Source: an optimization exercise on an open RTL-to-GDS flow (aim: small area and a short achievable clock period). Production flows keep margins and buffers that such runs may drop. RTL that was checked went through simulation tests only; none was proved equivalent to the original. The flow treats the clock pin as an ideal source, which a real chip does not have.

Design mdu_ctrl, start of the top module:
module mdu_ctrl (
  input  logic        clk,
  input  logic        reset,
  input  logic [3:0]  op,
  input  logic        valid,
  input  logic        flush,
  input  logic [31:0] A,
  input  logic [31:0] B,
  output logic        start,
  output logic        busy,
  output logic [31:0] out,
  output logic [31:0] HI,
  output logic [31:0] LO
);
Size in the first run: roughly 1,700 cells after synthesis, roughly 180 flip-flops, about 170 I/O pins, about 16,000 µm² of cells after synthesis.
clock: 150.0 ns
lec_check: 0
cap_margin: 20
core_margin: 2
core_utilization: 60
slew_margin: 20
standard.sh (not shown) runs the stock make flow with config.mk's settings and CLKGATE_MAP_FILE= SYNTH_SCRIPT=/design/flow/synth_recipe.tcl, a recipe that flattens the netlist after the stock synthesis.
==> flow/flow/run.sh <==
#!/bin/bash
# The standard ORFS layout, with the smallest buffer on the ports and a clock tree
# without dummy loads.
set -euo pipefail
bash standard.sh \
  BUFFER_PORTS_ARGS="-buffer_cell sky130_fd_sc_hd__buf_1" \
  CTS_ARGS="-sink_clustering_enable -repair_clock_nets -dont_use_dummy_load" \
  finish > standard_flow.log 2>&1
Then changed:
==> flow/flow/run.sh (replaced) <==
#!/bin/bash
# The standard ORFS layout, with the smallest buffer on the ports.
set -euo pipefail
bash standard.sh BUFFER_PORTS_ARGS="-buffer_cell sky130_fd_sc_hd__buf_1" finish > standard_flow.log 2>&1
Worst setup slack gets better by 0.0066 ns. Via count rose slightly. Sequential share of layout area fell by 0.25 points. Wire length rose slightly. Area after synthesis is unchanged. Core utilization rose by 0.68 points. Final cell count rose slightly. Global-route usage rose by 0.16 points.
Function was not checked in any run of this note: the RTL went through the layout flow alone.

---

== run A ==
Another version of the RTL of mdu_ctrl (not shown whole).
Size in the first run: roughly 170 I/O pins.
==> flow/design.v (excerpt) <==
module mdu_ctrl (
  input  logic        clk,
  input  logic        reset,
  input  logic [3:0]  op,
  input  logic        valid,
  input  logic        flush,
  input  logic [31:0] A,
  input  logic [31:0] B,
  output logic        start,
  output logic        busy,
  output logic [31:0] out,
  output logic [31:0] HI,
  output logic [31:0] LO
);
  localparam int W = 35;
  logic        busy_q;
  logic [3:0]  cnt_q;       
  logic        md_q;        
  logic        sg_q;        
  logic        nr_q;        
  logic        qp_q;        
  logic [31:0] hi_q, lo_q;
  logic [31:0] m_q;         
  logic [35:0] q_q;         
  logic [W-1:0] r_q;        
  wire is_mul = (op == 4'd1) | (op == 4'd2);
  wire is_div = (op == 4'd3) | (op == 4'd4);
  wire is_sg  = (op == 4'd1) | (op == 4'd3);
  wire accept = valid & ~flush & ~busy_q;
  assign start = accept & (is_mul | is_div);
  assign busy  = busy_q;
  assign HI    = hi_q;
  assign LO    = lo_q;
  always_comb begin
    out = 32'd0;
    if (op == 4'd7)      out = hi_q;
    else if (op == 4'd8) out = lo_q;
  end
  wire first = (cnt_q == 4'h1);
  wire c4    = (cnt_q == 4'h3);
  wire c9    = (cnt_q == 4'hb);
  wire mfix  = ~md_q & c4;                 
  wire dfix  =  md_q & c9;                 
  wire last  = md_q ? c9 : c4;
  wire dstep =  md_q & ~c9;
  wire sd    = sg_q & m_q[31];             
  ...
clock: 150.0 ns
lec_check: 0
cap_margin: 20
core_margin: 2
core_utilization: 65
slew_margin: 20
==> flow/flow/run.sh <==
#!/bin/bash
# The standard ORFS layout with these changes:
#  - synthesis is the standard flow's own script, except that ABC maps the logic with an area-oriented
#    script (flow/abc_amap.script, written by flow/synth_patch.py); registers are unchanged;
#  - the ports get the smallest buffer;
#  - the clock tree uses no dummy loads, and its leaf buffers are downsized after CTS
#    (flow/cts_downsize.tcl) while flip-flop clock-pin slews stay under 110 ps (placement estimate);
#  - timing repair after CTS aims for 88.8 ns of setup slack (a 61.2 ns period) instead of 0.
set -euo pipefail
here=$(pwd)
python3 flow/synth_patch.py > synth_patch.log 2>&1
bash standard.sh \
  SYNTH_SCRIPT="$here/synth_recipe_amap.tcl" \
  BUFFER_PORTS_ARGS="-buffer_cell sky130_fd_sc_hd__buf_1" \
  CTS_ARGS="-sink_clustering_enable -repair_clock_nets -dont_use_dummy_load" \
  POST_CTS_TCL="$here/flow/cts_downsize.tcl" \
  SETUP_SLACK_MARGIN=88.8 \
  finish > standard_flow.log 2>&1
==> flow/flow/abc_amap.script <==
strash
dch
amap
strash
dch
amap
topo
stime -c
buffer -c
upsize -c
dnsize -c
==> flow/flow/cts_downsize.tcl <==
set my_slew_cap_ns 0.110

proc my_clk_pin_slew_max {} {
  set worst 0.0
  foreach pin [all_registers -clock_pins] {
    foreach edge {rise fall} {
      foreach an {min max} {
        set s [get_property $pin slew_${an}_$edge]
        if {$s > $worst} { set worst $s }
      }
    }
  }
  return $worst
}

estimate_parasitics -placement
puts "clock downsize: clock pin slew before [my_clk_pin_slew_max] ns"
foreach inst [[ord::get_db_block] getInsts] {
  if {[[$inst getMaster] getName] ne "sky130_fd_sc_hd__clkbuf_16"} { continue }
  set name [$inst getName]
  set onet [[$inst findITerm X] getNet]
  set inet [[$inst findITerm A] getNet]
  if {$onet eq "NULL" || $inet eq "NULL"} { continue }
  if {[$onet getSigType] ne "CLOCK"} { continue }
  # keep the root buffer, the one the clock port drives
  if {[llength [$inet getBTerms]] > 0} { continue }
  foreach cand {sky130_fd_sc_hd__clkbuf_4 sky130_fd_sc_hd__clkbuf_8} {
    replace_cell [get_cells $name] $cand
    estimate_parasitics -placement
    if {[my_clk_pin_slew_max] <= $my_slew_cap_ns} {
      puts "clock downsize: $name -> $cand"
      break
    }
    replace_cell [get_cells $name] sky130_fd_sc_hd__clkbuf_16
    estimate_parasitics -placement
  }
}
puts "clock downsize: clock pin slew after [my_clk_pin_slew_max] ns"
==> flow/flow/synth_patch.py <==
"""Writes this flow's synthesis scripts into the work folder: bench's synth_recipe.tcl with ORFS's
synth.tcl replaced by a copy whose only change is that ABC's technology mapping runs
flow/abc_amap.script (area-oriented mapping) instead of ORFS's delay-oriented script.
Registers are not touched by that ABC call, so they come out as in the standard synthesis."""
import os, sys

work = os.getcwd()
flow_home = os.environ["FLOW_HOME"]
abc_script = os.path.join(work, "flow", "abc_amap.script")

src = open(os.path.join(flow_home, "scripts", "synth.tcl")).read()
anchor = "source $::env(SCRIPTS_DIR)/synth_preamble.tcl\n"
if src.count(anchor) != 1:
    sys.exit("synth.tcl: preamble line not found")
src = src.replace(
    anchor,
    anchor + "set abc_args [lreplace $abc_args 1 1 {%s}]\nputs \"abc args: $abc_args\"\n" % abc_script,
)
open(os.path.join(work, "synth_amap.tcl"), "w").write(src)

bench = open(os.path.join(work, "synth_recipe.tcl")).read()
line = "source $::env(SCRIPTS_DIR)/synth.tcl\n"
if bench.count(line) != 1:
    sys.exit("synth_recipe.tcl: synth.tcl line not found")
bench = bench.replace(line, "source {%s}\n" % os.path.join(work, "synth_amap.tcl"))
open(os.path.join(work, "synth_recipe_amap.tcl"), "w").write(bench)
Run A: PASS, flow complete, no timing, DRC or antenna violations
For run B, these inputs were changed with respect to run A:
Settings: putting GPL_TIMING_DRIVEN at 0 where nothing was set; putting GPL_ROUTABILITY_DRIVEN at 0 where nothing was set.
==> flow/flow/run.sh <==
#!/bin/bash
# The standard ORFS layout, with the smallest buffer on the ports, a clock tree
# without dummy loads, and the clock tree's leaf buffers downsized after CTS
# (flow/cts_downsize.tcl) while flip-flop clock-pin slews stay under 100 ps.
set -euo pipefail
here=$(pwd)
bash standard.sh \
  BUFFER_PORTS_ARGS="-buffer_cell sky130_fd_sc_hd__buf_1" \
  CTS_ARGS="-sink_clustering_enable -repair_clock_nets -dont_use_dummy_load" \
  POST_CTS_TCL="$here/flow/cts_downsize.tcl" \
  finish > standard_flow.log 2>&1
-- flow/flow/cts_downsize.tcl --
<<< run A, line 1
set my_slew_cap_ns 0.110

proc my_clk_pin_slew_max {} {
>>> run B, line 1
set my_slew_cap_ns 0.100

proc my_clk_pin_slew_max {} {
removed: flow/flow/abc_amap.script
removed: flow/flow/synth_patch.py
## What came out
- Run A → run B: post-synthesis cell count lost 65, via count now smaller, routed wire length increased by about 13% relative to the old numbers, number of input and output port buffers inserted dropped 1.
- Run B did not stop at any stage, and its layout met the timing, design-rule and antenna checks.
- | period utilization | run B vs run A | 0.50 points higher |
- Of run A and run B, the run reporting the higher largest net degree at the start of global routing was run A.
> inputs changed (run B -> run C)
Settings: GPL_ROUTABILITY_DRIVEN no longer set, was 0; GPL_TIMING_DRIVEN no longer set, was 0.
==> flow/flow/run.sh <==
#!/bin/bash
# The standard ORFS layout with these changes:
#  - synthesis is the standard flow's own script, except that ABC maps the logic with an area-oriented
#    script (flow/abc_amap.script, written by flow/synth_patch.py); registers are unchanged;
#  - the ports get the smallest buffer;
#  - the clock tree uses no dummy loads, and its leaf buffers are downsized after CTS
#    (flow/cts_downsize.tcl) while flip-flop clock-pin slews stay under 100 ps;
#  - timing repair after CTS aims for 88.8 ns of setup slack (a 61.2 ns period) instead of 0.
set -euo pipefail
here=$(pwd)
python3 flow/synth_patch.py > synth_patch.log 2>&1
bash standard.sh \
  SYNTH_SCRIPT="$here/synth_recipe_amap.tcl" \
  BUFFER_PORTS_ARGS="-buffer_cell sky130_fd_sc_hd__buf_1" \
  CTS_ARGS="-sink_clustering_enable -repair_clock_nets -dont_use_dummy_load" \
  POST_CTS_TCL="$here/flow/cts_downsize.tcl" \
  SETUP_SLACK_MARGIN=88.8 \
  finish > standard_flow.log 2>&1
==> flow/flow/abc_amap.script (new file) <==
strash
dch
amap
topo
stime -c
buffer -c
upsize -c
dnsize -c
==> flow/flow/synth_patch.py (new file) <==
"""Writes this flow's synthesis scripts into the work folder: bench's synth_recipe.tcl with ORFS's
synth.tcl replaced by a copy whose only change is that ABC's technology mapping runs
flow/abc_amap.script (area-oriented mapping) instead of ORFS's delay-oriented script.
Registers are not touched by that ABC call, so they come out as in the standard synthesis."""
import os, sys

work = os.getcwd()
flow_home = os.environ["FLOW_HOME"]
abc_script = os.path.join(work, "flow", "abc_amap.script")

src = open(os.path.join(flow_home, "scripts", "synth.tcl")).read()
anchor = "source $::env(SCRIPTS_DIR)/synth_preamble.tcl\n"
if src.count(anchor) != 1:
    sys.exit("synth.tcl: preamble line not found")
src = src.replace(
    anchor,
    anchor + "set abc_args [lreplace $abc_args 1 1 {%s}]\nputs \"abc args: $abc_args\"\n" % abc_script,
)
open(os.path.join(work, "synth_amap.tcl"), "w").write(src)

bench = open(os.path.join(work, "synth_recipe.tcl")).read()
line = "source $::env(SCRIPTS_DIR)/synth.tcl\n"
if bench.count(line) != 1:
    sys.exit("synth_recipe.tcl: synth.tcl line not found")
bench = bench.replace(line, "source {%s}\n" % os.path.join(work, "synth_amap.tcl"))
open(os.path.join(work, "synth_recipe_amap.tcl"), "w").write(bench)
## What came out
Of run C and run B, it is run C that has the higher compound-gate portion of the synthesized area. Between run C and run B, ratio of final minimum period to clock period is higher for run B, run C comes in under that.
For run D, these inputs were changed with respect to run C:
==> flow/flow/run.sh <==
#!/bin/bash
# The standard ORFS layout, with the smallest buffer on the ports, a clock tree
# without dummy loads, and the clock tree's leaf buffers downsized after CTS
# (flow/cts_downsize.tcl) while flip-flop clock-pin slews stay under 100 ps.
set -euo pipefail
here=$(pwd)
bash standard.sh \
  BUFFER_PORTS_ARGS="-buffer_cell sky130_fd_sc_hd__buf_1" \
  CTS_ARGS="-sink_clustering_enable -repair_clock_nets -dont_use_dummy_load" \
  POST_CTS_TCL="$here/flow/cts_downsize.tcl" \
  finish > standard_flow.log 2>&1
removed: flow/flow/abc_amap.script
removed: flow/flow/synth_patch.py
- Of run D and run C, run D shows the higher final antenna diode count, with run C below it.
- Going from run C to run D, number of global-route vias before repair shrank by a little under 10%.
- Diff run D and run C: count of TritonRoute iterations in the first routing pass higher in run C

## afterwards: timing with drivers on the ports
In the flow no input, the clock included, has a driving cell. The finished layouts below were timed again as built, in two steps. Step 1: set_driving_cell puts a clkbuf_16 on clk and a buf_2 on each other input, an assumption about the parent block. Step 2 moves the port delays by t, midway between the first and last clock arrival at a register: inputs arrive t later, outputs are due t later. That takes back most of the time a late clock gives input paths. Three values: ideal ports, drivers, drivers and shift; two values: the first two.
| run | t, ns | setup slack, ns | worst hold slack (ns) | latest minus earliest clock arrival (ns) |
|---|---|---|---|---|
| the first run of note 1 | 0.482 | 88.714 / 88.690 / 88.690 | 0.485 / 0.485 / 0.485 | 0.029 / 0.029 |
| the second run of note 1 | 0.498 | 88.721 / 88.697 / 88.697 | 0.490 / 0.490 / 0.490 | 0.015 / 0.015 |
| run A | 0.437 | 88.837 / 88.819 / 88.819 | 0.458 / 0.458 / 0.458 | 0.037 / 0.036 |
| run B | 0.458 | 88.094 / 88.068 / 88.068 | 0.476 / 0.476 / 0.476 | 0.040 / 0.040 |
| run C | 0.439 | 88.983 / 88.962 / 88.962 | 0.473 / 0.473 / 0.473 | 0.039 / 0.039 |
| run D | 0.434 | 88.735 / 88.707 / 88.707 | 0.473 / 0.473 / 0.473 | 0.029 / 0.029 |
After both steps setup and hold are still met in every run listed. The setup slack of run D, which loses most, moves by -0.028 ns with the drivers and by -0.028 ns with both steps.
